Context: an optimization exercise on an open-source flow, tuned for small area. The choices shown serve that exercise and are no tape-out recipe.
Function was checked by simulation only, so behaviour that the tests miss may differ from the original.

<file path="design.v">
`default_nettype none
package hsv2rgb_pkg;
  localparam int CHAN_BITS = 8;
  localparam int HUE_BITS  = 9;
endpackage
`default_nettype wire
`default_nettype none
module hsv_to_rgb_converter_unit (
  input  wire logic                                 clk,
  input  wire logic                                 rst,
  input  wire logic                                 in_valid,
  output logic                                      in_stall,
  input  wire logic [hsv2rgb_pkg::HUE_BITS-1:0]     hue,
  input  wire logic [hsv2rgb_pkg::CHAN_BITS-1:0]    saturation,
  input  wire logic [hsv2rgb_pkg::CHAN_BITS-1:0]    value,
  output logic                                      out_valid,
  input  wire logic                                 out_stall,
  output logic [hsv2rgb_pkg::CHAN_BITS-1:0]         red,
  output logic [hsv2rgb_pkg::CHAN_BITS-1:0]         green,
  output logic [hsv2rgb_pkg::CHAN_BITS-1:0]         blue,
  output logic [3*hsv2rgb_pkg::CHAN_BITS-1:0]       packed_color
);
  logic adv;
  assign adv      = !out_valid || !out_stall;
  assign in_stall = !adv;
  logic [8:0] hw;
  logic [2:0] sect;
  logic [8:0] base;
  logic [5:0] rem;
  logic [5:0] r;
  always_comb begin
    hw = (hue >= 9'd360) ? hue - 9'd360 : hue;
    if      (hw >= 9'd300) begin sect = 3'd5; base = 9'd300; end
    else if (hw >= 9'd240) begin sect = 3'd4; base = 9'd240; end
    else if (hw >= 9'd180) begin sect = 3'd3; base = 9'd180; end
    else if (hw >= 9'd120) begin sect = 3'd2; base = 9'd120; end
    else if (hw >= 9'd60)  begin sect = 3'd1; base = 9'd60;  end
    else                   begin sect = 3'd0; base = 9'd0;   end
    rem = 6'(hw - base);
    r   = sect[0] ? rem : 6'd60 - rem;
  end
  wire nz0 = (|value) & (|saturation);
  wire a0 = value[0] & saturation[0];
  wire a1 = value[0] & saturation[1];
  wire a2 = value[0] & saturation[2];
  wire a3 = value[0] & saturation[3];
  wire a4 = value[0] & saturation[4];
  wire a5 = value[0] & saturation[5];
  wire a6 = value[0] & saturation[6];
  wire a7 = value[0] & saturation[7];
  wire a8 = value[1] & saturation[0];
  wire a9 = value[1] & saturation[1];
  wire a10 = value[1] & saturation[2];
  wire a11 = value[1] & saturation[3];
  wire a12 = value[1] & saturation[4];
  wire a13 = value[1] & saturation[5];
  wire a14 = value[1] & saturation[6];
  wire a15 = value[1] & saturation[7];
  wire a16 = value[2] & saturation[0];
  wire a17 = value[2] & saturation[1];
  wire a18 = value[2] & saturation[2];
  wire a19 = value[2] & saturation[3];
  wire a20 = value[2] & saturation[4];
  wire a21 = value[2] & saturation[5];
  wire a22 = value[2] & saturation[6];
  wire a23 = value[2] & saturation[7];
  wire a24 = value[3] & saturation[0];
  wire a25 = value[3] & saturation[1];
  wire a26 = value[3] & saturation[2];
  wire a27 = value[3] & saturation[3];
  wire a28 = value[3] & saturation[4];
  wire a29 = value[3] & saturation[5];
  wire a30 = value[3] & saturation[6];
  wire a31 = value[3] & saturation[7];
  wire a32 = value[4] & saturation[0];
  wire a33 = value[4] & saturation[1];
  wire a34 = value[4] & saturation[2];
  wire a35 = value[4] & saturation[3];
  wire a36 = value[4] & saturation[4];
  wire a37 = value[4] & saturation[5];
  wire a38 = value[4] & saturation[6];
  wire a39 = value[4] & saturation[7];
  wire a40 = value[5] & saturation[0];
  wire a41 = value[5] & saturation[1];
  wire a42 = value[5] & saturation[2];
  wire a43 = value[5] & saturation[3];
  wire a44 = value[5] & saturation[4];
  wire a45 = value[5] & saturation[5];
  wire a46 = value[5] & saturation[6];
  wire a47 = value[5] & saturation[7];
  wire a48 = value[6] & saturation[0];
  wire a49 = value[6] & saturation[1];
  wire a50 = value[6] & saturation[2];
  wire a51 = value[6] & saturation[3];
  wire a52 = value[6] & saturation[4];
  wire a53 = value[6] & saturation[5];
  wire a54 = value[6] & saturation[6];
  wire a55 = value[6] & saturation[7];
  wire a56 = value[7] & saturation[0];
  wire a57 = value[7] & saturation[1];
  wire a58 = value[7] & saturation[2];
  wire a59 = value[7] & saturation[3];
  wire a60 = value[7] & saturation[4];
  wire a61 = value[7] & saturation[5];
  wire a62 = value[7] & saturation[6];
  wire a63 = value[7] & saturation[7];
  wire a64 = a6 ^ a13;
  wire a65 = a6 & a13;
  wire a66 = a7 ^ a14 ^ a21;
  wire a67 = (a7 & a14) | (a7 & a21) | (a14 & a21);
  wire a68 = a28 ^ a35;
  wire a69 = a28 & a35;
  wire a70 = a15 ^ a22 ^ a29;
  wire a71 = (a15 & a22) | (a15 & a29) | (a22 & a29);
  wire a72 = a36 ^ a43;
  wire a73 = a36 & a43;
  wire a74 = a23 ^ a30 ^ a37;
  wire a75 = (a23 & a30) | (a23 & a37) | (a30 & a37);
  wire a76 = a4 ^ a11;
  wire a77 = a4 & a11;
  wire a78 = a5 ^ a12 ^ a19;
  wire a79 = (a5 & a12) | (a5 & a19) | (a12 & a19);
  wire a80 = a26 ^ a33;
  wire a81 = a26 & a33;
  wire a82 = a20 ^ a27 ^ a34;
  wire a83 = (a20 & a27) | (a20 & a34) | (a27 & a34);
  wire a84 = a41 ^ a48 ^ a64;
  wire a85 = (a41 & a48) | (a41 & a64) | (a48 & a64);
  wire a86 = a42 ^ a49 ^ a56;
  wire a87 = (a42 & a49) | (a42 & a56) | (a49 & a56);
  wire a88 = a65 ^ a66 ^ a68;
  wire a89 = (a65 & a66) | (a65 & a68) | (a66 & a68);
  wire a90 = a50 ^ a57 ^ a67;
  wire a91 = (a50 & a57) | (a50 & a67) | (a57 & a67);
  wire a92 = a69 ^ a70 ^ a72;
  wire a93 = (a69 & a70) | (a69 & a72) | (a70 & a72);
  wire a94 = a44 ^ a51 ^ a58;
  wire a95 = (a44 & a51) | (a44 & a58) | (a51 & a58);
  wire a96 = a71 ^ a73 ^ a74;
  wire a97 = (a71 & a73) | (a71 & a74) | (a73 & a74);
  wire a98 = a31 ^ a38 ^ a45;
  wire a99 = (a31 & a38) | (a31 & a45) | (a38 & a45);
  wire a100 = a52 ^ a59 ^ a75;
  wire a101 = (a52 & a59) | (a52 & a75) | (a59 & a75);
  wire a102 = a39 ^ a46 ^ a53;
  wire a103 = (a39 & a46) | (a39 & a53) | (a46 & a53);
  wire a104 = a3 ^ a10;
  wire a105 = a3 & a10;
  wire a106 = a18 ^ a25 ^ a32;
  wire a107 = (a18 & a25) | (a18 & a32) | (a25 & a32);
  wire a108 = a40 ^ a77 ^ a78;
  wire a109 = (a40 & a77) | (a40 & a78) | (a77 & a78);
  wire a110 = a79 ^ a81 ^ a82;
  wire a111 = (a79 & a81) | (a79 & a82) | (a81 & a82);
  wire a112 = a83 ^ a85 ^ a86;
  wire a113 = (a83 & a85) | (a83 & a86) | (a85 & a86);
  wire a114 = a87 ^ a89 ^ a90;
  wire a115 = (a87 & a89) | (a87 & a90) | (a89 & a90);
  wire a116 = a91 ^ a93 ^ a94;
  wire a117 = (a91 & a93) | (a91 & a94) | (a93 & a94);
  wire a118 = a95 ^ a97 ^ a98;
  wire a119 = (a95 & a97) | (a95 & a98) | (a97 & a98);
  wire a120 = a60 ^ a99 ^ a101;
  wire a121 = (a60 & a99) | (a60 & a101) | (a99 & a101);
  wire a122 = a47 ^ a54 ^ a61;
  wire a123 = (a47 & a54) | (a47 & a61) | (a54 & a61);
  wire a124 = a2 ^ a9;
  wire a125 = a2 & a9;
  wire a126 = a17 ^ a24 ^ a104;
  wire a127 = (a17 & a24) | (a17 & a104) | (a24 & a104);
  wire a128 = a76 ^ a105 ^ a106;
  wire a129 = (a76 & a105) | (a76 & a106) | (a105 & a106);
  wire a130 = a80 ^ a107 ^ a108;
  wire a131 = (a80 & a107) | (a80 & a108) | (a107 & a108);
  wire a132 = a84 ^ a109 ^ a110;
  wire a133 = (a84 & a109) | (a84 & a110) | (a109 & a110);
  wire a134 = a88 ^ a111 ^ a112;
  wire a135 = (a88 & a111) | (a88 & a112) | (a111 & a112);
  wire a136 = a92 ^ a113 ^ a114;
  wire a137 = (a92 & a113) | (a92 & a114) | (a113 & a114);
  wire a138 = a96 ^ a115 ^ a116;
  wire a139 = (a96 & a115) | (a96 & a116) | (a115 & a116);
  wire a140 = a100 ^ a117 ^ a118;
  wire a141 = (a100 & a117) | (a100 & a118) | (a117 & a118);
  wire a142 = a102 ^ a119 ^ a120;
  wire a143 = (a102 & a119) | (a102 & a120) | (a119 & a120);
  wire a144 = a103 ^ a121 ^ a122;
  wire a145 = (a103 & a121) | (a103 & a122) | (a121 & a122);
  wire a146 = a55 ^ a62 ^ a123;
  wire a147 = (a55 & a62) | (a55 & a123) | (a62 & a123);
  wire a148 = a1 & a8;
  wire a149 = a16 & a124;
  wire a150 = a125 & a126;
  wire a151 = a127 & a128;
  wire a152 = a129 & a130;
  wire a153 = a131 & a132;
  wire a154 = a133 & a134;
  wire a155 = a135 & a136;
  wire a156 = a137 & a138;
  wire a157 = a139 & a140;
  wire a158 = a141 & a142;
  wire a159 = a143 & a144;
  wire a160 = a145 & a146;
  wire a161 = a63 & a147;
  wire a162 = a1 ^ a8;
  wire a163 = a16 ^ a124;
  wire a164 = a125 ^ a126;
  wire a165 = a127 ^ a128;
  wire a166 = a129 ^ a130;
  wire a167 = a131 ^ a132;
  wire a168 = a133 ^ a134;
  wire a169 = a135 ^ a136;
  wire a170 = a137 ^ a138;
  wire a171 = a139 ^ a140;
  wire a172 = a141 ^ a142;
  wire a173 = a143 ^ a144;
  wire a174 = a145 ^ a146;
  wire a175 = a63 ^ a147;
  wire a176 = a162 & a0;
  wire a177 = a164 & a149;
  wire a178 = a150 | a177;
  wire a179 = a164 & a163;
  wire a180 = a166 & a151;
  wire a181 = a152 | a180;
  wire a182 = a166 & a165;
  wire a183 = a168 & a153;
  wire a184 = a154 | a183;
  wire a185 = a168 & a167;
  wire a186 = a170 & a155;
  wire a187 = a156 | a186;
  wire a188 = a170 & a169;
  wire a189 = a172 & a157;
  wire a190 = a158 | a189;
  wire a191 = a172 & a171;
  wire a192 = a174 & a159;
  wire a193 = a160 | a192;
  wire a194 = a174 & a173;
  wire a195 = a163 & a148;
  wire a196 = a149 | a195;
  wire a197 = a163 & a176;
  wire a198 = a179 & a148;
  wire a199 = a178 | a198;
  wire a200 = a179 & a176;
  wire a201 = a167 & a181;
  wire a202 = a153 | a201;
  wire a203 = a167 & a182;
  wire a204 = a185 & a181;
  wire a205 = a184 | a204;
  wire a206 = a185 & a182;
  wire a207 = a171 & a187;
  wire a208 = a157 | a207;
  wire a209 = a171 & a188;
  wire a210 = a191 & a187;
  wire a211 = a190 | a210;
  wire a212 = a191 & a188;
  wire a213 = a175 & a193;
  wire a214 = a161 | a213;
  wire a215 = a175 & a194;
  wire a216 = a165 & a199;
  wire a217 = a151 | a216;
  wire a218 = a165 & a200;
  wire a219 = a182 & a199;
  wire a220 = a181 | a219;
  wire a221 = a182 & a200;
  wire a222 = a203 & a199;
  wire a223 = a202 | a222;
  wire a224 = a203 & a200;
  wire a225 = a206 & a199;
  wire a226 = a205 | a225;
  wire a227 = a206 & a200;
  wire a228 = a173 & a211;
  wire a229 = a159 | a228;
  wire a230 = a173 & a212;
  wire a231 = a194 & a211;
  wire a232 = a193 | a231;
  wire a233 = a194 & a212;
  wire a234 = a215 & a211;
  wire a235 = a214 | a234;
  wire a236 = a215 & a212;
  wire a237 = a169 & a226;
  wire a238 = a155 | a237;
  wire a239 = a169 & a227;
  wire a240 = a188 & a226;
  wire a241 = a187 | a240;
  wire a242 = a188 & a227;
  wire a243 = a209 & a226;
  wire a244 = a208 | a243;
  wire a245 = a209 & a227;
  wire a246 = a212 & a226;
  wire a247 = a211 | a246;
  wire a248 = a212 & a227;
  wire a249 = a230 & a226;
  wire a250 = a229 | a249;
  wire a251 = a230 & a227;
  wire a252 = a233 & a226;
  wire a253 = a232 | a252;
  wire a254 = a233 & a227;
  wire a255 = a236 & a226;
  wire a256 = a235 | a255;
  wire a257 = a236 & a227;
  wire a258 = a163 ^ a148;
  wire a259 = a164 ^ a196;
  wire a260 = a165 ^ a199;
  wire a261 = a166 ^ a217;
  wire a262 = a167 ^ a220;
  wire a263 = a168 ^ a223;
  wire a264 = a169 ^ a226;
  wire a265 = a170 ^ a238;
  wire a266 = a171 ^ a241;
  wire a267 = a172 ^ a244;
  wire a268 = a173 ^ a247;
  wire a269 = a174 ^ a250;
  wire a270 = a175 ^ a253;
  wire a271 = a264 & a0;
  wire a272 = a265 & a162;
  wire a273 = a266 & a258;
  wire a274 = a267 & a259;
  wire a275 = a268 & a260;
  wire a276 = a269 & a261;
  wire a277 = a270 & a262;
  wire a278 = a256 & a263;
  wire a279 = a264 ^ a0;
  wire a280 = a265 ^ a162;
  wire a281 = a266 ^ a258;
  wire a282 = a267 ^ a259;
  wire a283 = a268 ^ a260;
  wire a284 = a269 ^ a261;
  wire a285 = a270 ^ a262;
  wire a286 = a256 ^ a263;
  wire a287 = a280 & a271;
  wire a288 = a272 | a287;
  wire a289 = a280 & a279;
  wire a290 = a282 & a273;
  wire a291 = a274 | a290;
  wire a292 = a282 & a281;
  wire a293 = a284 & a275;
  wire a294 = a276 | a293;
  wire a295 = a284 & a283;
  wire a296 = a286 & a277;
  wire a297 = a278 | a296;
  wire a298 = a286 & a285;
  wire a299 = a281 & a288;
  wire a300 = a273 | a299;
  wire a301 = a281 & a289;
  wire a302 = a292 & a288;
  wire a303 = a291 | a302;
  wire a304 = a292 & a289;
  wire a305 = a285 & a294;
  wire a306 = a277 | a305;
  wire a307 = a285 & a295;
  wire a308 = a298 & a294;
  wire a309 = a297 | a308;
  wire a310 = a298 & a295;
  wire a311 = a283 & a303;
  wire a312 = a275 | a311;
  wire a313 = a283 & a304;
  wire a314 = a295 & a303;
  wire a315 = a294 | a314;
  wire a316 = a295 & a304;
  wire a317 = a307 & a303;
  wire a318 = a306 | a317;
  wire a319 = a307 & a304;
  wire a320 = a310 & a303;
  wire a321 = a309 | a320;
  wire a322 = a310 & a304;
  wire a323 = a279 ^ a321;
  wire a324 = ~a323;
  wire a325 = a321 & a279;
  wire a326 = a271 | a325;
  wire a327 = a280 ^ a326;
  wire a328 = ~a327;
  wire a329 = a321 & a289;
  wire a330 = a288 | a329;
  wire a331 = a281 ^ a330;
  wire a332 = ~a331;
  wire a333 = a321 & a301;
  wire a334 = a300 | a333;
  wire a335 = a282 ^ a334;
  wire a336 = ~a335;
  wire a337 = a321 & a304;
  wire a338 = a303 | a337;
  wire a339 = a283 ^ a338;
  wire a340 = ~a339;
  wire a341 = a321 & a313;
  wire a342 = a312 | a341;
  wire a343 = a284 ^ a342;
  wire a344 = ~a343;
  wire a345 = a321 & a316;
  wire a346 = a315 | a345;
  wire a347 = a285 ^ a346;
  wire a348 = ~a347;
  wire a349 = a321 & a319;
  wire a350 = a318 | a349;
  wire a351 = a286 ^ a350;
  wire a352 = ~a351;
  wire a353 = ~a264;
  wire a354 = a265 & a264;
  wire a355 = a265 & a353;
  wire a356 = a267 & a266;
  wire a357 = a269 & a268;
  wire a358 = a256 & a270;
  wire a359 = a266 & a354;
  wire a360 = a266 & a355;
  wire a361 = a356 & a354;
  wire a362 = a356 & a355;
  wire a363 = a270 & a357;
  wire a364 = a358 & a357;
  wire a365 = a268 & a361;
  wire a366 = a268 & a362;
  wire a367 = a357 & a361;
  wire a368 = a357 & a362;
  wire a369 = a363 & a361;
  wire a370 = a363 & a362;
  wire a371 = a364 & a361;
  wire a372 = a364 & a362;
  wire a373 = a265 ^ a264;
  wire a374 = a266 ^ a354;
  wire a375 = a267 ^ a359;
  wire a376 = a268 ^ a361;
  wire a377 = a269 ^ a365;
  wire a378 = a270 ^ a367;
  wire a379 = a256 ^ a369;
  wire a380 = ~a265;
  wire a381 = a380 & a264;
  wire a382 = a267 & a266;
  wire a383 = a269 & a268;
  wire a384 = a256 & a270;
  wire a385 = a266 & a265;
  wire a386 = a266 & a381;
  wire a387 = a382 & a265;
  wire a388 = a382 & a381;
  wire a389 = a270 & a383;
  wire a390 = a384 & a383;
  wire a391 = a268 & a387;
  wire a392 = a268 & a388;
  wire a393 = a383 & a387;
  wire a394 = a383 & a388;
  wire a395 = a389 & a387;
  wire a396 = a389 & a388;
  wire a397 = a390 & a387;
  wire a398 = a390 & a388;
  wire a399 = a266 ^ a265;
  wire a400 = a267 ^ a385;
  wire a401 = a268 ^ a387;
  wire a402 = a269 ^ a391;
  wire a403 = a270 ^ a393;
  wire a404 = a256 ^ a395;
  wire a405 = ~a321;
  wire a406 = nz0 & a405;
  wire a407 = a406 & a353;
  wire a408 = ~nz0;
  wire a409 = a408 & a264;
  wire a410 = a407 | a409;
  wire a411 = a321 & a264;
  wire a412 = ~a321;
  wire a413 = a412 & a410;
  wire a414 = a411 | a413;
  wire a415 = a406 & a373;
  wire a416 = ~nz0;
  wire a417 = a416 & a265;
  wire a418 = a415 | a417;
  wire a419 = a321 & a380;
  wire a420 = ~a321;
  wire a421 = a420 & a418;
  wire a422 = a419 | a421;
  wire a423 = a406 & a374;
  wire a424 = ~nz0;
  wire a425 = a424 & a266;
  wire a426 = a423 | a425;
  wire a427 = a321 & a399;
  wire a428 = ~a321;
  wire a429 = a428 & a426;
  wire a430 = a427 | a429;
  wire a431 = a406 & a375;
  wire a432 = ~nz0;
  wire a433 = a432 & a267;
  wire a434 = a431 | a433;
  wire a435 = a321 & a400;
  wire a436 = ~a321;
  wire a437 = a436 & a434;
  wire a438 = a435 | a437;
  wire a439 = a406 & a376;
  wire a440 = ~nz0;
  wire a441 = a440 & a268;
  wire a442 = a439 | a441;
  wire a443 = a321 & a401;
  wire a444 = ~a321;
  wire a445 = a444 & a442;
  wire a446 = a443 | a445;
  wire a447 = a406 & a377;
  wire a448 = ~nz0;
  wire a449 = a448 & a269;
  wire a450 = a447 | a449;
  wire a451 = a321 & a402;
  wire a452 = ~a321;
  wire a453 = a452 & a450;
  wire a454 = a451 | a453;
  wire a455 = a406 & a378;
  wire a456 = ~nz0;
  wire a457 = a456 & a270;
  wire a458 = a455 | a457;
  wire a459 = a321 & a403;
  wire a460 = ~a321;
  wire a461 = a460 & a458;
  wire a462 = a459 | a461;
  wire a463 = a406 & a379;
  wire a464 = ~nz0;
  wire a465 = a464 & a256;
  wire a466 = a463 | a465;
  wire a467 = a321 & a404;
  wire a468 = ~a321;
  wire a469 = a468 & a466;
  wire a470 = a467 | a469;
  logic        valid_q1;
  logic [2:0]  sect_q1;
  logic [5:0]  r_q1;
  logic [7:0]  v_q1;
  logic [7:0]  c_q1;
  logic [7:0]  d_q1;
  always_ff @(posedge clk) begin
    if (rst) begin
      valid_q1 <= 1'b0;
    end else if (adv) begin
      valid_q1 <= in_valid;
    end
  end
  always_ff @(posedge clk) begin
    if (adv) begin
      sect_q1 <= sect;
      r_q1    <= r;
      v_q1    <= value;
      c_q1    <= {a470, a462, a454, a446, a438, a430, a422, a414};
      d_q1    <= {a352, a348, a344, a340, a336, a332, a328, a324};
    end
  end
  logic [3:0] w52;
  logic [4:0] hsum;
  wire b0 = ~c_q1[0];
  wire b1 = ~c_q1[1];
  wire b2 = ~c_q1[2];
  wire b3 = ~c_q1[3];
  wire b4 = ~c_q1[4];
  wire b5 = ~c_q1[5];
  wire b6 = ~c_q1[6];
  wire b7 = ~c_q1[7];
  wire b8 = ~(v_q1[0] ^ b0);
  wire b9 = v_q1[0] | b0;
  wire b10 = v_q1[1] ^ b1 ^ b9;
  wire b11 = (v_q1[1] & b1) | (v_q1[1] & b9) | (b1 & b9);
  wire b12 = v_q1[2] ^ b2 ^ b11;
  wire b13 = (v_q1[2] & b2) | (v_q1[2] & b11) | (b2 & b11);
  wire b14 = v_q1[3] ^ b3 ^ b13;
  wire b15 = (v_q1[3] & b3) | (v_q1[3] & b13) | (b3 & b13);
  wire b16 = v_q1[4] ^ b4 ^ b15;
  wire b17 = (v_q1[4] & b4) | (v_q1[4] & b15) | (b4 & b15);
  wire b18 = v_q1[5] ^ b5 ^ b17;
  wire b19 = (v_q1[5] & b5) | (v_q1[5] & b17) | (b5 & b17);
  wire b20 = v_q1[6] ^ b6 ^ b19;
  wire b21 = (v_q1[6] & b6) | (v_q1[6] & b19) | (b6 & b19);
  wire b22 = v_q1[7] ^ b7 ^ b21;
  wire b23 = (v_q1[7] & b7) | (v_q1[7] & b21) | (b7 & b21);
  wire b24 = c_q1[0] & r_q1[0];
  wire b25 = c_q1[0] & r_q1[1];
  wire b26 = c_q1[0] & r_q1[2];
  wire b27 = c_q1[0] & r_q1[3];
  wire b28 = c_q1[0] & r_q1[4];
  wire b29 = c_q1[0] & r_q1[5];
  wire b30 = c_q1[1] & r_q1[0];
  wire b31 = c_q1[1] & r_q1[1];
  wire b32 = c_q1[1] & r_q1[2];
  wire b33 = c_q1[1] & r_q1[3];
  wire b34 = c_q1[1] & r_q1[4];
  wire b35 = c_q1[1] & r_q1[5];
  wire b36 = c_q1[2] & r_q1[0];
  wire b37 = c_q1[2] & r_q1[1];
  wire b38 = c_q1[2] & r_q1[2];
  wire b39 = c_q1[2] & r_q1[3];
  wire b40 = c_q1[2] & r_q1[4];
  wire b41 = c_q1[2] & r_q1[5];
  wire b42 = c_q1[3] & r_q1[0];
  wire b43 = c_q1[3] & r_q1[1];
  wire b44 = c_q1[3] & r_q1[2];
  wire b45 = c_q1[3] & r_q1[3];
  wire b46 = c_q1[3] & r_q1[4];
  wire b47 = c_q1[3] & r_q1[5];
  wire b48 = c_q1[4] & r_q1[0];
  wire b49 = c_q1[4] & r_q1[1];
  wire b50 = c_q1[4] & r_q1[2];
  wire b51 = c_q1[4] & r_q1[3];
  wire b52 = c_q1[4] & r_q1[4];
  wire b53 = c_q1[4] & r_q1[5];
  wire b54 = c_q1[5] & r_q1[0];
  wire b55 = c_q1[5] & r_q1[1];
  wire b56 = c_q1[5] & r_q1[2];
  wire b57 = c_q1[5] & r_q1[3];
  wire b58 = c_q1[5] & r_q1[4];
  wire b59 = c_q1[5] & r_q1[5];
  wire b60 = c_q1[6] & r_q1[0];
  wire b61 = c_q1[6] & r_q1[1];
  wire b62 = c_q1[6] & r_q1[2];
  wire b63 = c_q1[6] & r_q1[3];
  wire b64 = c_q1[6] & r_q1[4];
  wire b65 = c_q1[6] & r_q1[5];
  wire b66 = c_q1[7] & r_q1[0];
  wire b67 = c_q1[7] & r_q1[1];
  wire b68 = c_q1[7] & r_q1[2];
  wire b69 = c_q1[7] & r_q1[3];
  wire b70 = c_q1[7] & r_q1[4];
  wire b71 = c_q1[7] & r_q1[5];
  wire b72 = b28 ^ b33;
  wire b73 = b28 & b33;
  wire b74 = b29 ^ b34 ^ b39;
  wire b75 = (b29 & b34) | (b29 & b39) | (b34 & b39);
  wire b76 = b44 ^ b49;
  wire b77 = b44 & b49;
  wire b78 = b35 ^ b40 ^ b45;
  wire b79 = (b35 & b40) | (b35 & b45) | (b40 & b45);
  wire b80 = b50 ^ b55 ^ b60;
  wire b81 = (b50 & b55) | (b50 & b60) | (b55 & b60);
  wire b82 = b41 ^ b46 ^ b51;
  wire b83 = (b41 & b46) | (b41 & b51) | (b46 & b51);
  wire b84 = b56 ^ b61 ^ b66;
  wire b85 = (b56 & b61) | (b56 & b66) | (b61 & b66);
  wire b86 = b47 ^ b52 ^ b57;
  wire b87 = (b47 & b52) | (b47 & b57) | (b52 & b57);
  wire b88 = b62 ^ b67;
  wire b89 = b62 & b67;
  wire b90 = b53 ^ b58 ^ b63;
  wire b91 = (b53 & b58) | (b53 & b63) | (b58 & b63);
  wire b92 = b27 ^ b32;
  wire b93 = b27 & b32;
  wire b94 = b38 ^ b43 ^ b48;
  wire b95 = (b38 & b43) | (b38 & b48) | (b43 & b48);
  wire b96 = b54 ^ b73 ^ b74;
  wire b97 = (b54 & b73) | (b54 & b74) | (b73 & b74);
  wire b98 = b75 ^ b77 ^ b78;
  wire b99 = (b75 & b77) | (b75 & b78) | (b77 & b78);
  wire b100 = b79 ^ b81 ^ b82;
  wire b101 = (b79 & b81) | (b79 & b82) | (b81 & b82);
  wire b102 = b83 ^ b85 ^ b86;
  wire b103 = (b83 & b85) | (b83 & b86) | (b85 & b86);
  wire b104 = b68 ^ b87 ^ b89;
  wire b105 = (b68 & b87) | (b68 & b89) | (b87 & b89);
  wire b106 = b59 ^ b64 ^ b69;
  wire b107 = (b59 & b64) | (b59 & b69) | (b64 & b69);
  wire b108 = b26 ^ b31;
  wire b109 = b26 & b31;
  wire b110 = b37 ^ b42 ^ b92;
  wire b111 = (b37 & b42) | (b37 & b92) | (b42 & b92);
  wire b112 = b72 ^ b93 ^ b94;
  wire b113 = (b72 & b93) | (b72 & b94) | (b93 & b94);
  wire b114 = b76 ^ b95 ^ b96;
  wire b115 = (b76 & b95) | (b76 & b96) | (b95 & b96);
  wire b116 = b80 ^ b97 ^ b98;
  wire b117 = (b80 & b97) | (b80 & b98) | (b97 & b98);
  wire b118 = b84 ^ b99 ^ b100;
  wire b119 = (b84 & b99) | (b84 & b100) | (b99 & b100);
  wire b120 = b88 ^ b101 ^ b102;
  wire b121 = (b88 & b101) | (b88 & b102) | (b101 & b102);
  wire b122 = b90 ^ b103 ^ b104;
  wire b123 = (b90 & b103) | (b90 & b104) | (b103 & b104);
  wire b124 = b91 ^ b105 ^ b106;
  wire b125 = (b91 & b105) | (b91 & b106) | (b105 & b106);
  wire b126 = b65 ^ b70 ^ b107;
  wire b127 = (b65 & b70) | (b65 & b107) | (b70 & b107);
  wire b128 = b25 & b30;
  wire b129 = b36 & b108;
  wire b130 = b109 & b110;
  wire b131 = b111 & b112;
  wire b132 = b113 & b114;
  wire b133 = b115 & b116;
  wire b134 = b117 & b118;
  wire b135 = b119 & b120;
  wire b136 = b121 & b122;
  wire b137 = b123 & b124;
  wire b138 = b125 & b126;
  wire b139 = b71 & b127;
  wire b140 = b25 ^ b30;
  wire b141 = b36 ^ b108;
  wire b142 = b109 ^ b110;
  wire b143 = b111 ^ b112;
  wire b144 = b113 ^ b114;
  wire b145 = b115 ^ b116;
  wire b146 = b117 ^ b118;
  wire b147 = b119 ^ b120;
  wire b148 = b121 ^ b122;
  wire b149 = b123 ^ b124;
  wire b150 = b125 ^ b126;
  wire b151 = b71 ^ b127;
  wire b152 = b140 & b24;
  wire b153 = b142 & b129;
  wire b154 = b130 | b153;
  wire b155 = b142 & b141;
  wire b156 = b144 & b131;
  wire b157 = b132 | b156;
  wire b158 = b144 & b143;
  wire b159 = b146 & b133;
  wire b160 = b134 | b159;
  wire b161 = b146 & b145;
  wire b162 = b148 & b135;
  wire b163 = b136 | b162;
  wire b164 = b148 & b147;
  wire b165 = b150 & b137;
  wire b166 = b138 | b165;
  wire b167 = b150 & b149;
  wire b168 = b155 & b128;
  wire b169 = b154 | b168;
  wire b170 = b155 & b152;
  wire b171 = b161 & b157;
  wire b172 = b160 | b171;
  wire b173 = b161 & b158;
  wire b174 = b167 & b163;
  wire b175 = b166 | b174;
  wire b176 = b167 & b164;
  wire b177 = b173 & b169;
  wire b178 = b172 | b177;
  wire b179 = b173 & b170;
  wire b180 = b176 & b178;
  wire b181 = b175 | b180;
  wire b182 = b176 & b179;
  wire b183 = b158 & b169;
  wire b184 = b157 | b183;
  wire b185 = b158 & b170;
  wire b186 = b164 & b178;
  wire b187 = b163 | b186;
  wire b188 = b164 & b179;
  wire b189 = b141 & b128;
  wire b190 = b129 | b189;
  wire b191 = b141 & b152;
  wire b192 = b143 & b169;
  wire b193 = b131 | b192;
  wire b194 = b143 & b170;
  wire b195 = b145 & b184;
  wire b196 = b133 | b195;
  wire b197 = b145 & b185;
  wire b198 = b147 & b178;
  wire b199 = b135 | b198;
  wire b200 = b147 & b179;
  wire b201 = b149 & b187;
  wire b202 = b137 | b201;
  wire b203 = b149 & b188;
  wire b204 = b151 & b181;
  wire b205 = b139 | b204;
  wire b206 = b151 & b182;
  wire b207 = b141 ^ b128;
  wire b208 = b142 ^ b190;
  wire b209 = b143 ^ b169;
  wire b210 = b144 ^ b193;
  wire b211 = b145 ^ b184;
  wire b212 = b146 ^ b196;
  wire b213 = b147 ^ b178;
  wire b214 = b148 ^ b199;
  wire b215 = b149 ^ b187;
  wire b216 = b150 ^ b202;
  wire b217 = b151 ^ b181;
  wire b218 = b211 & b207;
  wire b219 = b212 & b208;
  wire b220 = b213 & b209;
  wire b221 = b214 & b210;
  wire b222 = b211 ^ b207;
  wire b223 = b212 ^ b208;
  wire b224 = b213 ^ b209;
  wire b225 = b214 ^ b210;
  wire b226 = b223 & b218;
  wire b227 = b219 | b226;
  wire b228 = b223 & b222;
  wire b229 = b225 & b220;
  wire b230 = b221 | b229;
  wire b231 = b225 & b224;
  wire b232 = b216 & b215;
  wire b233 = b205 & b217;
  wire b234 = b231 & b227;
  wire b235 = b230 | b234;
  wire b236 = b231 & b228;
  wire b237 = b233 & b232;
  wire b238 = b237 & b235;
  wire b239 = b237 & b236;
  wire b240 = b232 & b235;
  wire b241 = b232 & b236;
  wire b242 = b224 & b227;
  wire b243 = b220 | b242;
  wire b244 = b224 & b228;
  wire b245 = b215 & b235;
  wire b246 = b215 & b236;
  wire b247 = b217 & b240;
  wire b248 = b217 & b241;
  wire b249 = b223 ^ b218;
  wire b250 = b224 ^ b227;
  wire b251 = b225 ^ b243;
  wire b252 = b215 ^ b235;
  wire b253 = b216 ^ b245;
  wire b254 = b217 ^ b240;
  wire b255 = b205 ^ b247;
  wire b256 = b252 & b222;
  wire b257 = b253 & b249;
  wire b258 = b254 & b250;
  wire b259 = b255 & b251;
  wire b260 = b252 ^ b222;
  wire b261 = b253 ^ b249;
  wire b262 = b254 ^ b250;
  wire b263 = b255 ^ b251;
  wire b264 = b261 & b256;
  wire b265 = b257 | b264;
  wire b266 = b261 & b260;
  wire b267 = b263 & b258;
  wire b268 = b259 | b267;
  wire b269 = b263 & b262;
  wire b270 = b269 & b265;
  wire b271 = b268 | b270;
  wire b272 = b269 & b266;
  wire b273 = b262 & b265;
  wire b274 = b258 | b273;
  wire b275 = b262 & b266;
  wire b276 = b261 ^ b256;
  wire b277 = b262 ^ b265;
  wire b278 = b263 ^ b274;
  wire b279 = v_q1[4] ^ b211;
  wire b280 = v_q1[4] & b211;
  wire b281 = v_q1[5] ^ b212 ^ b208;
  wire b282 = (v_q1[5] & b212) | (v_q1[5] & b208) | (b212 & b208);
  wire b283 = v_q1[6] ^ b213 ^ b209;
  wire b284 = (v_q1[6] & b213) | (v_q1[6] & b209) | (b213 & b209);
  wire b285 = v_q1[7] ^ b214 ^ b210;
  wire b286 = (v_q1[7] & b214) | (v_q1[7] & b210) | (b214 & b210);
  wire b287 = v_q1[0] ^ b207;
  wire b288 = v_q1[0] & b207;
  wire b289 = v_q1[1] ^ b208 ^ b288;
  wire b290 = (v_q1[1] & b208) | (v_q1[1] & b288) | (b208 & b288);
  wire b291 = v_q1[2] ^ b209 ^ b290;
  wire b292 = (v_q1[2] & b209) | (v_q1[2] & b290) | (b209 & b290);
  wire b293 = v_q1[3] ^ b210 ^ b292;
  wire b294 = (v_q1[3] & b210) | (v_q1[3] & b292) | (b210 & b292);
  wire b295 = b207 ^ b279 ^ b294;
  wire b296 = (b207 & b279) | (b207 & b294) | (b279 & b294);
  wire b297 = b280 ^ b281 ^ b296;
  wire b298 = (b280 & b281) | (b280 & b296) | (b281 & b296);
  wire b299 = b282 ^ b283 ^ b298;
  wire b300 = (b282 & b283) | (b282 & b298) | (b283 & b298);
  wire b301 = b284 ^ b285 ^ b300;
  wire b302 = (b284 & b285) | (b284 & b300) | (b285 & b300);
  wire b303 = d_q1[0] & r_q1[0];
  wire b304 = d_q1[0] & r_q1[1];
  wire b305 = d_q1[0] & r_q1[2];
  wire b306 = d_q1[0] & r_q1[3];
  wire b307 = d_q1[0] & r_q1[4];
  wire b308 = d_q1[0] & r_q1[5];
  wire b309 = d_q1[1] & r_q1[0];
  wire b310 = d_q1[1] & r_q1[1];
  wire b311 = d_q1[1] & r_q1[2];
  wire b312 = d_q1[1] & r_q1[3];
  wire b313 = d_q1[1] & r_q1[4];
  wire b314 = d_q1[1] & r_q1[5];
  wire b315 = d_q1[2] & r_q1[0];
  wire b316 = d_q1[2] & r_q1[1];
  wire b317 = d_q1[2] & r_q1[2];
  wire b318 = d_q1[2] & r_q1[3];
  wire b319 = d_q1[2] & r_q1[4];
  wire b320 = d_q1[2] & r_q1[5];
  wire b321 = d_q1[3] & r_q1[0];
  wire b322 = d_q1[3] & r_q1[1];
  wire b323 = d_q1[3] & r_q1[2];
  wire b324 = d_q1[3] & r_q1[3];
  wire b325 = d_q1[3] & r_q1[4];
  wire b326 = d_q1[3] & r_q1[5];
  wire b327 = d_q1[4] & r_q1[0];
  wire b328 = d_q1[4] & r_q1[1];
  wire b329 = d_q1[4] & r_q1[2];
  wire b330 = d_q1[4] & r_q1[3];
  wire b331 = d_q1[4] & r_q1[4];
  wire b332 = d_q1[4] & r_q1[5];
  wire b333 = d_q1[5] & r_q1[0];
  wire b334 = d_q1[5] & r_q1[1];
  wire b335 = d_q1[5] & r_q1[2];
  wire b336 = d_q1[5] & r_q1[3];
  wire b337 = d_q1[5] & r_q1[4];
  wire b338 = d_q1[5] & r_q1[5];
  wire b339 = d_q1[6] & r_q1[0];
  wire b340 = d_q1[6] & r_q1[1];
  wire b341 = d_q1[6] & r_q1[2];
  wire b342 = d_q1[6] & r_q1[3];
  wire b343 = d_q1[6] & r_q1[4];
  wire b344 = d_q1[6] & r_q1[5];
  wire b345 = d_q1[7] & r_q1[0];
  wire b346 = d_q1[7] & r_q1[1];
  wire b347 = d_q1[7] & r_q1[2];
  wire b348 = d_q1[7] & r_q1[3];
  wire b349 = d_q1[7] & r_q1[4];
  wire b350 = d_q1[7] & r_q1[5];
  wire b351 = b307 ^ b312;
  wire b352 = b307 & b312;
  wire b353 = b308 ^ b313 ^ b318;
  wire b354 = (b308 & b313) | (b308 & b318) | (b313 & b318);
  wire b355 = b323 ^ b328;
  wire b356 = b323 & b328;
  wire b357 = b314 ^ b319 ^ b324;
  wire b358 = (b314 & b319) | (b314 & b324) | (b319 & b324);
  wire b359 = b329 ^ b334 ^ b339;
  wire b360 = (b329 & b334) | (b329 & b339) | (b334 & b339);
  wire b361 = b320 ^ b325 ^ b330;
  wire b362 = (b320 & b325) | (b320 & b330) | (b325 & b330);
  wire b363 = b335 ^ b340 ^ b345;
  wire b364 = (b335 & b340) | (b335 & b345) | (b340 & b345);
  wire b365 = b326 ^ b331 ^ b336;
  wire b366 = (b326 & b331) | (b326 & b336) | (b331 & b336);
  wire b367 = b341 ^ b346;
  wire b368 = b341 & b346;
  wire b369 = b332 ^ b337 ^ b342;
  wire b370 = (b332 & b337) | (b332 & b342) | (b337 & b342);
  wire b371 = b306 ^ b311;
  wire b372 = b306 & b311;
  wire b373 = b317 ^ b322 ^ b327;
  wire b374 = (b317 & b322) | (b317 & b327) | (b322 & b327);
  wire b375 = b333 ^ b352 ^ b353;
  wire b376 = (b333 & b352) | (b333 & b353) | (b352 & b353);
  wire b377 = b354 ^ b356 ^ b357;
  wire b378 = (b354 & b356) | (b354 & b357) | (b356 & b357);
  wire b379 = b358 ^ b360 ^ b361;
  wire b380 = (b358 & b360) | (b358 & b361) | (b360 & b361);
  wire b381 = b362 ^ b364 ^ b365;
  wire b382 = (b362 & b364) | (b362 & b365) | (b364 & b365);
  wire b383 = b347 ^ b366 ^ b368;
  wire b384 = (b347 & b366) | (b347 & b368) | (b366 & b368);
  wire b385 = b338 ^ b343 ^ b348;
  wire b386 = (b338 & b343) | (b338 & b348) | (b343 & b348);
  wire b387 = b305 ^ b310;
  wire b388 = b305 & b310;
  wire b389 = b316 ^ b321 ^ b371;
  wire b390 = (b316 & b321) | (b316 & b371) | (b321 & b371);
  wire b391 = b351 ^ b372 ^ b373;
  wire b392 = (b351 & b372) | (b351 & b373) | (b372 & b373);
  wire b393 = b355 ^ b374 ^ b375;
  wire b394 = (b355 & b374) | (b355 & b375) | (b374 & b375);
  wire b395 = b359 ^ b376 ^ b377;
  wire b396 = (b359 & b376) | (b359 & b377) | (b376 & b377);
  wire b397 = b363 ^ b378 ^ b379;
  wire b398 = (b363 & b378) | (b363 & b379) | (b378 & b379);
  wire b399 = b367 ^ b380 ^ b381;
  wire b400 = (b367 & b380) | (b367 & b381) | (b380 & b381);
  wire b401 = b369 ^ b382 ^ b383;
  wire b402 = (b369 & b382) | (b369 & b383) | (b382 & b383);
  wire b403 = b370 ^ b384 ^ b385;
  wire b404 = (b370 & b384) | (b370 & b385) | (b384 & b385);
  wire b405 = b344 ^ b349 ^ b386;
  wire b406 = (b344 & b349) | (b344 & b386) | (b349 & b386);
  wire b407 = b304 & b309;
  wire b408 = b315 & b387;
  wire b409 = b388 & b389;
  wire b410 = b390 & b391;
  wire b411 = b392 & b393;
  wire b412 = b394 & b395;
  wire b413 = b396 & b397;
  wire b414 = b398 & b399;
  wire b415 = b400 & b401;
  wire b416 = b402 & b403;
  wire b417 = b404 & b405;
  wire b418 = b350 & b406;
  wire b419 = b304 ^ b309;
  wire b420 = b315 ^ b387;
  wire b421 = b388 ^ b389;
  wire b422 = b390 ^ b391;
  wire b423 = b392 ^ b393;
  wire b424 = b394 ^ b395;
  wire b425 = b396 ^ b397;
  wire b426 = b398 ^ b399;
  wire b427 = b400 ^ b401;
  wire b428 = b402 ^ b403;
  wire b429 = b404 ^ b405;
  wire b430 = b350 ^ b406;
  wire b431 = b419 & b303;
  wire b432 = b421 & b408;
  wire b433 = b409 | b432;
  wire b434 = b421 & b420;
  wire b435 = b423 & b410;
  wire b436 = b411 | b435;
  wire b437 = b423 & b422;
  wire b438 = b425 & b412;
  wire b439 = b413 | b438;
  wire b440 = b425 & b424;
  wire b441 = b427 & b414;
  wire b442 = b415 | b441;
  wire b443 = b427 & b426;
  wire b444 = b429 & b416;
  wire b445 = b417 | b444;
  wire b446 = b429 & b428;
  wire b447 = b420 & b407;
  wire b448 = b408 | b447;
  wire b449 = b420 & b431;
  wire b450 = b434 & b407;
  wire b451 = b433 | b450;
  wire b452 = b434 & b431;
  wire b453 = b424 & b436;
  wire b454 = b412 | b453;
  wire b455 = b424 & b437;
  wire b456 = b440 & b436;
  wire b457 = b439 | b456;
  wire b458 = b440 & b437;
  wire b459 = b428 & b442;
  wire b460 = b416 | b459;
  wire b461 = b428 & b443;
  wire b462 = b446 & b442;
  wire b463 = b445 | b462;
  wire b464 = b446 & b443;
  wire b465 = b422 & b451;
  wire b466 = b410 | b465;
  wire b467 = b422 & b452;
  wire b468 = b437 & b451;
  wire b469 = b436 | b468;
  wire b470 = b437 & b452;
  wire b471 = b455 & b451;
  wire b472 = b454 | b471;
  wire b473 = b455 & b452;
  wire b474 = b458 & b451;
  wire b475 = b457 | b474;
  wire b476 = b458 & b452;
  wire b477 = b430 & b463;
  wire b478 = b418 | b477;
  wire b479 = b430 & b464;
  wire b480 = b426 & b475;
  wire b481 = b414 | b480;
  wire b482 = b426 & b476;
  wire b483 = b443 & b475;
  wire b484 = b442 | b483;
  wire b485 = b443 & b476;
  wire b486 = b461 & b475;
  wire b487 = b460 | b486;
  wire b488 = b461 & b476;
  wire b489 = b464 & b475;
  wire b490 = b463 | b489;
  wire b491 = b464 & b476;
  wire b492 = b479 & b475;
  wire b493 = b478 | b492;
  wire b494 = b479 & b476;
  wire b495 = b420 ^ b407;
  wire b496 = b421 ^ b448;
  wire b497 = b422 ^ b451;
  wire b498 = b423 ^ b466;
  wire b499 = b424 ^ b469;
  wire b500 = b425 ^ b472;
  wire b501 = b426 ^ b475;
  wire b502 = b427 ^ b481;
  wire b503 = b428 ^ b484;
  wire b504 = b429 ^ b487;
  wire b505 = b430 ^ b490;
  wire b506 = b303 & b501;
  wire b507 = b419 & b502;
  wire b508 = b495 & b503;
  wire b509 = b496 & b504;
  wire b510 = b497 & b505;
  wire b511 = b498 & b493;
  wire b512 = b303 ^ b501;
  wire b513 = b419 ^ b502;
  wire b514 = b495 ^ b503;
  wire b515 = b496 ^ b504;
  wire b516 = b497 ^ b505;
  wire b517 = b498 ^ b493;
  wire b518 = b506 | b512;
  wire b519 = b513 & b518;
  wire b520 = b507 | b519;
  wire b521 = b513 & b512;
  wire b522 = b515 & b508;
  wire b523 = b509 | b522;
  wire b524 = b515 & b514;
  wire b525 = b517 & b510;
  wire b526 = b511 | b525;
  wire b527 = b517 & b516;
  wire b528 = b500 & b499;
  wire b529 = b514 & b520;
  wire b530 = b508 | b529;
  wire b531 = b514 & b521;
  wire b532 = b524 & b520;
  wire b533 = b523 | b532;
  wire b534 = b524 & b521;
  wire b535 = b499 & b526;
  wire b536 = b499 & b527;
  wire b537 = b528 & b526;
  wire b538 = b528 & b527;
  wire b539 = b516 & b533;
  wire b540 = b510 | b539;
  wire b541 = b516 & b534;
  wire b542 = b527 & b533;
  wire b543 = b526 | b542;
  wire b544 = b527 & b534;
  wire b545 = b536 & b533;
  wire b546 = b535 | b545;
  wire b547 = b536 & b534;
  wire b548 = b538 & b533;
  wire b549 = b537 | b548;
  wire b550 = b538 & b534;
  wire b551 = ~b512;
  wire b552 = b513 ^ b518;
  wire b553 = b514 ^ b520;
  wire b554 = b515 ^ b530;
  wire b555 = b516 ^ b533;
  wire b556 = b517 ^ b540;
  wire b557 = b499 ^ b543;
  wire b558 = b500 ^ b546;
  wire b559 = b501 & b549;
  wire b560 = b501 ^ b549;
  wire b561 = b502 & b559;
  wire b562 = b502 & b560;
  wire b563 = b504 & b503;
  wire b564 = b493 & b505;
  wire b565 = b503 & b561;
  wire b566 = b503 & b562;
  wire b567 = b563 & b561;
  wire b568 = b563 & b562;
  wire b569 = b505 & b567;
  wire b570 = b505 & b568;
  wire b571 = b564 & b567;
  wire b572 = b564 & b568;
  wire b573 = b502 ^ b559;
  wire b574 = b503 ^ b561;
  wire b575 = b504 ^ b565;
  wire b576 = b505 ^ b567;
  wire b577 = b493 ^ b569;
  wire b578 = ~b560;
  wire b579 = ~b573;
  wire b580 = ~b574;
  wire b581 = ~b575;
  wire b582 = ~b576;
  wire b583 = ~b577;
  wire b584 = b24 & b578;
  wire b585 = b140 & b579;
  wire b586 = w52[0] & b580;
  wire b587 = w52[1] & b581;
  wire b588 = w52[2] & b582;
  wire b589 = w52[3] & b583;
  wire b590 = b24 ^ b578;
  wire b591 = b140 ^ b579;
  wire b592 = w52[0] ^ b580;
  wire b593 = w52[1] ^ b581;
  wire b594 = w52[2] ^ b582;
  wire b595 = w52[3] ^ b583;
  wire b596 = b591 & b584;
  wire b597 = b585 | b596;
  wire b598 = b591 & b590;
  wire b599 = b593 & b586;
  wire b600 = b587 | b599;
  wire b601 = b593 & b592;
  wire b602 = b595 & b588;
  wire b603 = b589 | b602;
  wire b604 = b595 & b594;
  wire b605 = b592 & b597;
  wire b606 = b586 | b605;
  wire b607 = b592 & b598;
  wire b608 = b601 & b597;
  wire b609 = b600 | b608;
  wire b610 = b601 & b598;
  wire b611 = b594 & b609;
  wire b612 = b588 | b611;
  wire b613 = b594 & b610;
  wire b614 = b604 & b609;
  wire b615 = b603 | b614;
  wire b616 = b604 & b610;
  wire b617 = b591 ^ b584;
  wire b618 = b592 ^ b597;
  wire b619 = b593 ^ b606;
  wire b620 = b594 ^ b609;
  wire b621 = b595 ^ b612;
  assign hsum   = {b271, b278, b277, b276, b260};
  assign w52    = (hsum >= 5'd15) ? 4'(hsum - 5'd15) : hsum[3:0];
  logic [2:0] sect_q2;
  logic [7:0] v_q2;
  logic [7:0] p_q2;
  logic [7:0] a_q2;
  logic [3:0] w52_q2;
  logic       bit_q2;
  always_ff @(posedge clk) begin
    if (rst) begin
      out_valid <= 1'b0;
    end else if (adv) begin
      out_valid <= valid_q1;
    end
  end
  always_ff @(posedge clk) begin
    if (adv) begin
      sect_q2 <= sect_q1;
      v_q2    <= v_q1;
      p_q2    <= {b22, b20, b18, b16, b14, b12, b10, b8};
      a_q2    <= {b301, b299, b297, b295, b293, b291, b289, b287};
      w52_q2  <= w52;
      bit_q2  <= b615;
    end
  end
  logic [7:0] x;
  wire o0 = ~w52_q2[0];
  wire o1 = ~w52_q2[1];
  wire o2 = ~w52_q2[2];
  wire o3 = ~w52_q2[3];
  wire o4 = ~w52_q2[0];
  wire o5 = ~w52_q2[1];
  wire o6 = ~w52_q2[2];
  wire o7 = ~w52_q2[3];
  wire o8 = ~bit_q2;
  wire o9 = a_q2[0] ^ o0 ^ o8;
  wire o10 = (a_q2[0] & o0) | (a_q2[0] & o8) | (o0 & o8);
  wire o11 = a_q2[1] ^ o1 ^ o10;
  wire o12 = (a_q2[1] & o1) | (a_q2[1] & o10) | (o1 & o10);
  wire o13 = a_q2[2] ^ o2 ^ o12;
  wire o14 = (a_q2[2] & o2) | (a_q2[2] & o12) | (o2 & o12);
  wire o15 = a_q2[3] ^ o3 ^ o14;
  wire o16 = (a_q2[3] & o3) | (a_q2[3] & o14) | (o3 & o14);
  wire o17 = a_q2[4] ^ o4 ^ o16;
  wire o18 = (a_q2[4] & o4) | (a_q2[4] & o16) | (o4 & o16);
  wire o19 = a_q2[5] ^ o5 ^ o18;
  wire o20 = (a_q2[5] & o5) | (a_q2[5] & o18) | (o5 & o18);
  wire o21 = a_q2[6] ^ o6 ^ o20;
  wire o22 = (a_q2[6] & o6) | (a_q2[6] & o20) | (o6 & o20);
  wire o23 = a_q2[7] ^ o7 ^ o22;
  wire o24 = (a_q2[7] & o7) | (a_q2[7] & o22) | (o7 & o22);
  assign x = {o23, o21, o19, o17, o15, o13, o11, o9};
  always_comb begin
    case (sect_q2)
      3'd0:    begin red = v_q2; green = x;    blue = p_q2; end
      3'd1:    begin red = x;    green = v_q2; blue = p_q2; end
      3'd2:    begin red = p_q2; green = v_q2; blue = x;    end
      3'd3:    begin red = p_q2; green = x;    blue = v_q2; end
      3'd4:    begin red = x;    green = p_q2; blue = v_q2; end
      default: begin red = v_q2; green = p_q2; blue = x;    end
    endcase
  end
  assign packed_color = {red, green, blue};
endmodule
`default_nettype wire
</file>
<file path="flow/run.sh">
#!/bin/bash
# Layout flow: the standard flow with two changes to synthesis and one
# to placement.
#  - Synthesis: Yosys's synth runs without its quick ABC pass (-noabc), so
#    the full adders written in the RTL reach extract_fa without inverted
#    polarities, and the final ABC mapping uses flow/area.abc (area-oriented
#    mapping). Registers, their names and cell types are unchanged.
#  - Ports are buffered with sky130_fd_sc_hd__buf_1, and the buffers that
#    synthesis puts between outputs sharing a net are buf_1 too.
# Each tool's output goes to the ORFS logs under orfs/logs; make's output to
# standard.log.
set -euo pipefail
WORK=$PWD
FLOW=$WORK/flow
{
  echo 'proc synth {args} { yosys synth -nofsm -noshare -noabc {*}$args }'
  echo 'proc abc {args} {'
  echo '  set i [lsearch $args -script]'
  echo "  if { \$i >= 0 } { set args [lreplace \$args \$i [expr {\$i + 1}] -script $FLOW/area.abc] }"
  echo '  yosys abc {*}$args'
  echo '}'
  tail -n +2 synth_recipe.tcl
} > my_synth.tcl
bash standard.sh SYNTH_SCRIPT=$WORK/my_synth.tcl \
  "BUFFER_PORTS_ARGS=-buffer_cell sky130_fd_sc_hd__buf_1" \
  "MIN_BUF_CELL_AND_PORTS=sky130_fd_sc_hd__buf_1 A X" finish > standard.log 2>&1
</file>
<file path="flow/area.abc">
strash
dch -f
amap
topo
</file>
<file path="standard.sh">
#!/bin/bash
# synth_recipe.tcl (not shown) runs the flow's synth.tcl, then flattens the netlist and writes it again
# the make line also repeats each setting of config.mk as NAME=value (left out here)
make -C /OpenROAD-flow-scripts/flow DESIGN_CONFIG=/design/flow/config.mk WORK_HOME=/design/flow/orfs CLKGATE_MAP_FILE= SYNTH_SCRIPT=/design/flow/synth_recipe.tcl "${@:-finish}"
</file>
<file path="config.mk">
export PLATFORM = sky130hd
export DESIGN_NAME = hsv_to_rgb_converter_unit
export DESIGN_NICKNAME = hsv_to_rgb_converter_unit
export VERILOG_FILES = /design/flow/design.v
export SDC_FILE = /design/flow/constraint.sdc
export NUM_CORES = 4
export LEC_CHECK = 0
export ABC_AREA = 1
export CAP_MARGIN = 20
export CORE_MARGIN = 2
export CORE_UTILIZATION = 75
export CTS_BUF_LIST = sky130_fd_sc_hd__clkbuf_2 sky130_fd_sc_hd__clkbuf_4 sky130_fd_sc_hd__clkbuf_8
export SLEW_MARGIN = 20
</file>
<file path="constraint.sdc">
create_clock -name core_clock -period 7.5 [get_ports {clk}]
set_input_delay 1.5000 -clock core_clock [delete_from_list [all_inputs] [get_ports {clk}]]
set_output_delay 1.5000 -clock core_clock [all_outputs]
set_load 0.01 [all_outputs]
</file>
==> flow_summary.json, run 1 <==
{
  "clkTransAtPathRegs_ns": 0.08,
  "placed_cells": 1149,
  "synthArstFlopShare_pct": 0,
  "grt_max_degree": 68,
  "drtIter0Drc": 755,
  "n_antenna_cell": 0,
  "syn2layout_area_growth_pct": 11.4,
  "cts_max_level": 3,
  "hold_viol_final": 0,
  "cp_max_fo": 9,
  "die_h_um": 111,
  "dieArea_mm2": 0.0122,
  "yosysTopAreaCellShare_pct": 28.2,
  "dr.pass1.iters": 8,
  "slew_headroom_pct": 39.7,
  "worstHoldPathType": "register to register",
  "grt_pass1_vias": 7986,
  "nFillCells": 572,
  "synth_ff_type": "edfxtp_1",
  "register_area_mm2": 0.00199,
  "ant_nets": 0,
  "crit_required_ns": 7.60,
  "muxShareOfSynthArea_pct": 0,
  "fin_worst_skew_ns": 0.0133,
  "synth_nets": 1169,
  "final_nets": 1271,
  "synth_adder_area_share_pct": 42.9,
  "fmax_ghz": 0.139,
  "setup_violations": 0,
  "timing.rr.start": "r_q1[5]$_DFFE_PP_",
  "drc": 0,
  "min_path_cells": 0,
  "multi_input_area_mm2": 0.00609,
  "port-buffer-count": 78,
  "postSynthCellCount": 920,
  "r2r_cells": 27,
  "hold_ws_ns": 0.423,
  "std_cell_rows": 38,
  "end_kind": "register",
  "worst_pin_slew_ns": 0.895,
  "cts_buffer_depth": 2,
  "fin_cells": 1167,
  "synth_top_family_by_area": "adder cells",
  "synth_compound_area_share_pct": 13.2,
  "synth.distinct_cells": 34,
  "ys_seq_area_share_pct": 23.4,
  "wl_per_cell_um": 19.1,
  "grt_pass1_wl_um": 36400,
  "yosys.area_share.simple_pct": 14.2,
  "synth_xor_area_share_pct": 0.103,
  "layout-drive-gt1-share_pct": 7.21,
  "yosys.area.top_type": "fa_1",
  "timing.critical_path.from": "saturation[4]",
  "status": "complete, no violations",
  "initial_core_util_pct": 77.6,
  "gp_congestion": 0.933,
  "start_kind": "input port",
  "layout_commonest_cell": "nor2_1",
  "vias": 7435,
  "pin_count": 79,
  "fp.dieW_um": 111,
  "synth-edff-count": 65,
  "finalCritPeriodShare_pct": 95.8,
  "yosys_warnings": 1,
  "ys_seq_elements": 67,
  "cap_viol_max_count": 0,
  "period_needed_ns": 7.18,
  "clock_sinks": 67,
  "grt_usage_pct": 37.3,
  "setup_tns_ns": 0,
  "clock_latency_ns": 0.37,
  "syn_avg_cell_area_um2": 9.26,
  "dp_hpwl_um": 17400,
  "via_per_inst": 6.37,
  "cts_inserted_buffers": 9,
  "grt_remaining_overflow": 0,
  "crit_type": "input port to register",
  "antenna_found_initial": 0,
  "cts_tree": "done",
  "drv_slew": 0,
  "netlist_area_mm2": 0.00852,
  "drt_wl_total_um": 22300,
  "crit_arrival_ns": 7.28,
  "root_buffer": "clkbuf_8",
  "final_cell_mix": "nor2_1, fa_1, clkinv_1, ha_1, buf_1",
  "core_mm2": 0.0110,
  "worstHoldStart": "sect_q1[0]$_DFFE_PP_",
  "synthTopCellsByArea": "fa_1, edfxtp_1, ha_1, nor2_1, clkinv_1",
  "rsz0062_at_grt": "yes"
}
-- critical path: stages --
cell and delay (ns):
buf_1 0.08, clkinv_1 0.11, nor2_1 0.17, fa_1 0.47, fa_1 0.51, fa_1 0.42, ha_1 0.32, a21oi_1 0.14
o21ai_0 0.13, and2_0 0.19, o32a_1 0.33, a31oi_1 0.22, nor2_1 0.09, o32a_1 0.30, nand2_1 0.08, clkinv_1 0.10
o32a_1 0.34, a21oi_1 0.23, clkinv_1 0.13, ha_1 0.38, a21oi_4 0.09, inv_2 0.16, nor2_2 0.09, buf_4 0.19
a222oi_1 0.35, clkinv_1 0.14
-- cells in the mapped netlist, types with 4 or more instances --
master	instances
a211oi_1	5
a21o_1	7
a21oi_1	64
a22oi_1	5
buf_1	25
clkinv_1	115
edfxtp_1	65
fa_1	120
ha_1	100
nand2_1	47
nand3_1	7
nand4_1	5
nor2_1	235
nor3_1	4
o21ai_0	50
o22a_1	24
o22ai_1	6
o31ai_1	4
or2_0	4
-- path summary, 6_finish.rpt --
path | endpoint | slack, ns
max | c_q1[2]$_DFFE_PP_ | 0.32
min | sect_q2[0]$_DFFE_PP_ | 0.42
max reg2reg | bit_q2$_DFFE_PP_ | 0.33
min reg2reg | sect_q2[0]$_DFFE_PP_ | 0.42
-- metal layers --
| layer | vias up | wire length, um | global-route usage (%) |
|---|---|---|---|
| met1 | 3562 | 7850 | 42.0 |
| li1 | 3293 | - | - |
| met2 | 460 | 11600 | 67.4 |
| met3 | 120 | 1700 | 5.76 |
| met4 | 0 | 1160 | 21.3 |
| met5 | - | 0 | 0 |
-- flip-flops by register name, indices dropped and copies added, names as in the netlist, 3 cells and up --
signal   count
r_q1         6
c_q1         8
v_q1         8
a_q2         8
p_q2         8
sect_q2      3
d_q1         8
sect_q1      3
v_q2         8
w52_q2       4
-- area by class of cell --
| cell class | instances | area share [%] |
|---|---|---|
| inverters | 115 | 4.55 |
| clock buffers | 9 | 1.31 |
| well taps | 140 | 1.85 |
| clock inverters | 7 | 1.04 |
| flip-flops and latches | 67 | 21.0 |
| repair buffers | 116 | 6.09 |
| multi-input cells | 713 | 64.2 |
-- cells by family after synthesis --
family	Yosys count
AND/OR/NAND/NOR	309
adder cells (fa/ha/maj)	220
AO/OA/AOI/OAI	183
buffers and inverters	140
flip-flops	67
XOR/XNOR	1
-- what timing repair did --
action                                  4_1_cts  5_1_grt
endpoints found under the setup margin        1       15
hold buffers                                  0        0
pin swaps                                     0        2
resized for setup                             2       21
buffers inserted                              0        2
-- per-stage QoR --
step	util [%]	setup WS, ns	instance area [um2]
final	86.4	0.319	9490
after CTS	85.6	0.0651	9400
after global placement	83.5	0.0826	9170
after detailed placement	83.5	-0.198	9170
after floorplan	-	0.147	8520
after global routing	86.4	-0.108	9490
==> run 2, diff against run 1 <==
--- a/design.v
+++ b/design.v
@@ -23,21 +23,22 @@
   logic adv;
   assign adv      = !out_valid || !out_stall;
   assign in_stall = !adv;
-  logic [8:0] hw;
-  logic [2:0] sect;
   logic [8:0] base;
-  logic [5:0] rem;
+  logic [1:0] k2;
+  logic [6:0] h1;
+  logic       up;
+  logic [2:0] sect;
   logic [5:0] r;
   always_comb begin
-    hw = (hue >= 9'd360) ? hue - 9'd360 : hue;
-    if      (hw >= 9'd300) begin sect = 3'd5; base = 9'd300; end
-    else if (hw >= 9'd240) begin sect = 3'd4; base = 9'd240; end
-    else if (hw >= 9'd180) begin sect = 3'd3; base = 9'd180; end
-    else if (hw >= 9'd120) begin sect = 3'd2; base = 9'd120; end
-    else if (hw >= 9'd60)  begin sect = 3'd1; base = 9'd60;  end
-    else                   begin sect = 3'd0; base = 9'd0;   end
-    rem = 6'(hw - base);
-    r   = sect[0] ? rem : 6'd60 - rem;
+    if      (hue >= 9'd480) begin k2 = 2'd1; base = 9'd480; end
+    else if (hue >= 9'd360) begin k2 = 2'd0; base = 9'd360; end
+    else if (hue >= 9'd240) begin k2 = 2'd2; base = 9'd240; end
+    else if (hue >= 9'd120) begin k2 = 2'd1; base = 9'd120; end
+    else                    begin k2 = 2'd0; base = 9'd0;   end
+    h1   = 7'(hue - base);
+    up   = (h1 >= 7'd60);
+    r    = up ? 6'(h1 - 7'd60) : 6'(7'd60 - h1);
+    sect = {k2, up};
   end
   wire nz0 = (|value) & (|saturation);
   wire a0 = value[0] & saturation[0];
--- a/config.mk
+++ b/config.mk
@@ -6,8 +6,8 @@
 export NUM_CORES = 4
 export LEC_CHECK = 0
 export ABC_AREA = 1
-export CAP_MARGIN = 20
+export CAP_MARGIN = 0
 export CORE_MARGIN = 2
 export CORE_UTILIZATION = 75
 export CTS_BUF_LIST = sky130_fd_sc_hd__clkbuf_2 sky130_fd_sc_hd__clkbuf_4 sky130_fd_sc_hd__clkbuf_8
-export SLEW_MARGIN = 20
+export SLEW_MARGIN = 0
==> run 2 against run 1 <==
Still clean; global-route usage hardly changed; sequential share of layout area rose by 0.20 points; worst hold slack better by 0.0099 ns; register-to-register slack got worse by 0.04 ns; synthesized cell count down 1.4%; critical path depth rose by 3.
==> flow_summary.json, run 2 <==
{
  "status": "complete, no violations",
  "core_mm2": 0.0109,
  "gp_congestion": 0.971,
  "syn2layout_area_growth_pct": 11.1,
  "end_kind": "register",
  "setup_violations": 0,
  "synth-edff-count": 65,
  "crit_arrival_ns": 7.32,
  "vias": 7229,
  "ys_seq_elements": 67,
  "crit_slowest_cell": "fa_1",
  "std_cell_rows": 38,
  "crit_type": "register to register",
  "reg2reg_to": "bit_q2$_DFFE_PP_",
  "drtIter0Drc": 698,
  "cts_max_level": 3,
  "cp_max_fo": 4,
  "yosys_warnings": 1,
  "min_path_cells": 0,
  "n_antenna_cell": 0,
  "crit_required_ns": 7.61,
  "yosys-top-cells-count": "nor2_1, fa_1, clkinv_1",
  "root_buffer": "clkbuf_8",
  "dr.pass1.iters": 6,
  "grt_pass1_vias": 7453,
  "synthTopCellsByArea": "fa_1, edfxtp_1, ha_1, nor2_1, clkinv_1",
  "cap_viol_max_count": 0,
  "multi_input_area_mm2": 0.00604,
  "synthArstFlopShare_pct": 0,
  "antenna_found_initial": 0,
  "drc": 0,
  "clock_sinks": 67,
  "ctsHoldBuffers": 0,
  "cts_buffer_depth": 2,
  "grt_remaining_overflow": 0,
  "dieArea_mm2": 0.0121,
  "r2r_cells": 29,
  "critPathBufInv": 2,
  "routed.top_layer": "met4",
  "wl_met1_um": 7770,
  "drt_wl_total_um": 21600,
  "ant_nets": 0,
  "wl_met3_um": 1620,
  "path_delay_family": "adder cells",
  "regToRegSetupSlack_ns": 0.29,
  "timing.rr.start": "c_q1[1]$_DFFE_PP_",
  "die_h_um": 110,
  "slew_headroom_pct": 24.3,
  "hold_viol_final": 0,
  "clock_latency_ns": 0.36,
  "dp_slack_ns": -0.191,
  "pin_count": 79,
  "register_area_mm2": 0.00199,
  "postSynthCellCount": 907,
  "finalCritPeriodShare_pct": 96.1,
  "nFillCells": 598,
  "yosys.area.top_type": "fa_1",
  "fin_worst_skew_ns": 0.0122,
  "wl_met2_um": 11100,
  "dp_hpwl_um": 17300,
  "netlist_area_mm2": 0.00846,
  "initial_core_util_pct": 77.4,
  "cts_inserted_buffers": 9,
  "hold_ws_ns": 0.433,
  "clkTransAtPathRegs_ns": 0.08,
  "via_per_inst": 6.27,
  "grt_pass1_wl_um": 34100,
  "cp_slowest_stage_delay_ns": 0.51,
  "period_needed_ns": 7.21,
  "syn_avg_cell_area_um2": 9.33,
  "cts_tree": "done",
  "final_cell_mix": "nor2_1, fa_1, clkinv_1, ha_1, buf_1",
  "ys_seq_area_share_pct": 23.5,
  "start_kind": "register",
  "synth_nets": 1157,
  "port-buffer-count": 78,
  "layout_commonest_cell": "nor2_1",
  "fmax_ghz": 0.139,
  "worstHoldStart": "sect_q1[1]$_SDFFCE_PP1P_",
  "synth.distinct_cells": 37,
  "fin_ws_ns": 0.293,
  "drv_slew": 0,
  "wl_per_cell_um": 18.7,
  "worst_pin_slew_ns": 1.12,
  "synth_most_common_cell": "nor2_1",
  "yosysTopAreaCellShare_pct": 28.4,
  "synth_ff_type": "edfxtp_1",
  "final_nets": 1258,
  "fp.dieW_um": 110,
  "worstHoldPathType": "register to register",
  "grt_max_degree": 68,
  "worstHoldEndpoint": "sect_q2[1]$_DFFE_PP_",
  "rsz0062_at_grt": "yes",
  "layout-drive-gt1-share_pct": 7.40,
  "grt_usage_pct": 37.4
}
==> run 2: metal layers <==
metal | vias to the layer above | GRT usage (%)
li1 | 3255 | -
met1 | 3415 | 40.6
met2 | 447 | 68.4
met3 | 112 | 8.52
met4 | 0 | 18.2
met5 | - | 0
==> run 2: area by class of cell <==
cell class,count,area share (%)
multi-input cells,703,64.2
inverters,113,4.59
repair buffers,114,5.99
clock inverters,7,0.812
clock buffers,9,1.32
well taps,140,1.86
flip-flops and latches,67,21.2
==> run 2: kinds of logic (layout without fill, tap and decap cells) <==
| group | count (synthesis) | count (layout) | synth area share [%] |
|---|---|---|---|
| compound gates | 174 | 174 | 12.7 |
| xor+xnor | 1 | 1 | 0.104 |
| buf+inv | 137 | 243 | 6.08 |
| simple gates | 307 | 307 | 14.3 |
| fa+ha+maj | 221 | 221 | 43.3 |
| flops | 67 | 67 | 23.5 |
==> run 2: repair_timing <==
action | in CTS | in global routing
setup endpoints to repair | 1 | 17
cloned | 0 | 0
resized for setup | 3 | 22
endpoints found under the hold margin | 0 | 0
buffers inserted | 2 | 1
pin swaps | 0 | 2
==> run 2: worst max-delay path by stage <==
stage                 startpoint                 to  slack [ns]  cells past startpoint
2_1_floorplan      saturation[6]  c_q1[3]$_DFFE_PP_        0.11                     24
3_3_place_gp       saturation[6]  d_q1[0]$_DFFE_PP_         0.1                     24
3_5_place_dp   c_q1[1]$_DFFE_PP_   bit_q2$_DFFE_PP_       -0.19                     29
4_1_cts        c_q1[0]$_DFFE_PP_   bit_q2$_DFFE_PP_        0.05                     30
5_1_grt        c_q1[0]$_DFFE_PP_   bit_q2$_DFFE_PP_       0.008                     29
6_report       c_q1[1]$_DFFE_PP_   bit_q2$_DFFE_PP_        0.29                     29
==> run 2: through the flow <==
step                      util [%]  area, um2  TNS [ns]  instances
after floorplan                  -       8460         0        907
after global placement        83.1       9090         0       1134
after detailed placement      83.1       9090     -1.10       1134
after CTS                     85.2       9320         0       1152
after global routing          85.9       9400         0       1153
final                         85.9       9400         0       1153

## port drivers added, routing unchanged
Ports are ideal in the flow. The routed layouts listed here were re-timed in OpenROAD. Step 1 sets driving cells, clkbuf_16 on the clock port and buf_2 on the other inputs (assumed; they add their load-dependent delay and slew). Step 2, shift: input delay + t, output delay - t, t = (earliest + latest rising clock arrival at the registers) / 2. This alone moves slack from input paths to output paths. a / b / c = no drivers / after step 1 / after step 2; a / b = the first two.
run	t (ns)	setup slack, ns	pins driven straight from the clock port
run 1	0.401	0.319 / 0.327 / -0.074	1
run 2	0.393	0.293 / 0.293 / 0.065	1
With both steps, setup timing fails in run 1, where it was met with ideal ports. For run 1, which loses most, drivers alone change the setup slack by +0.008 ns; drivers and shift together by -0.393 ns.
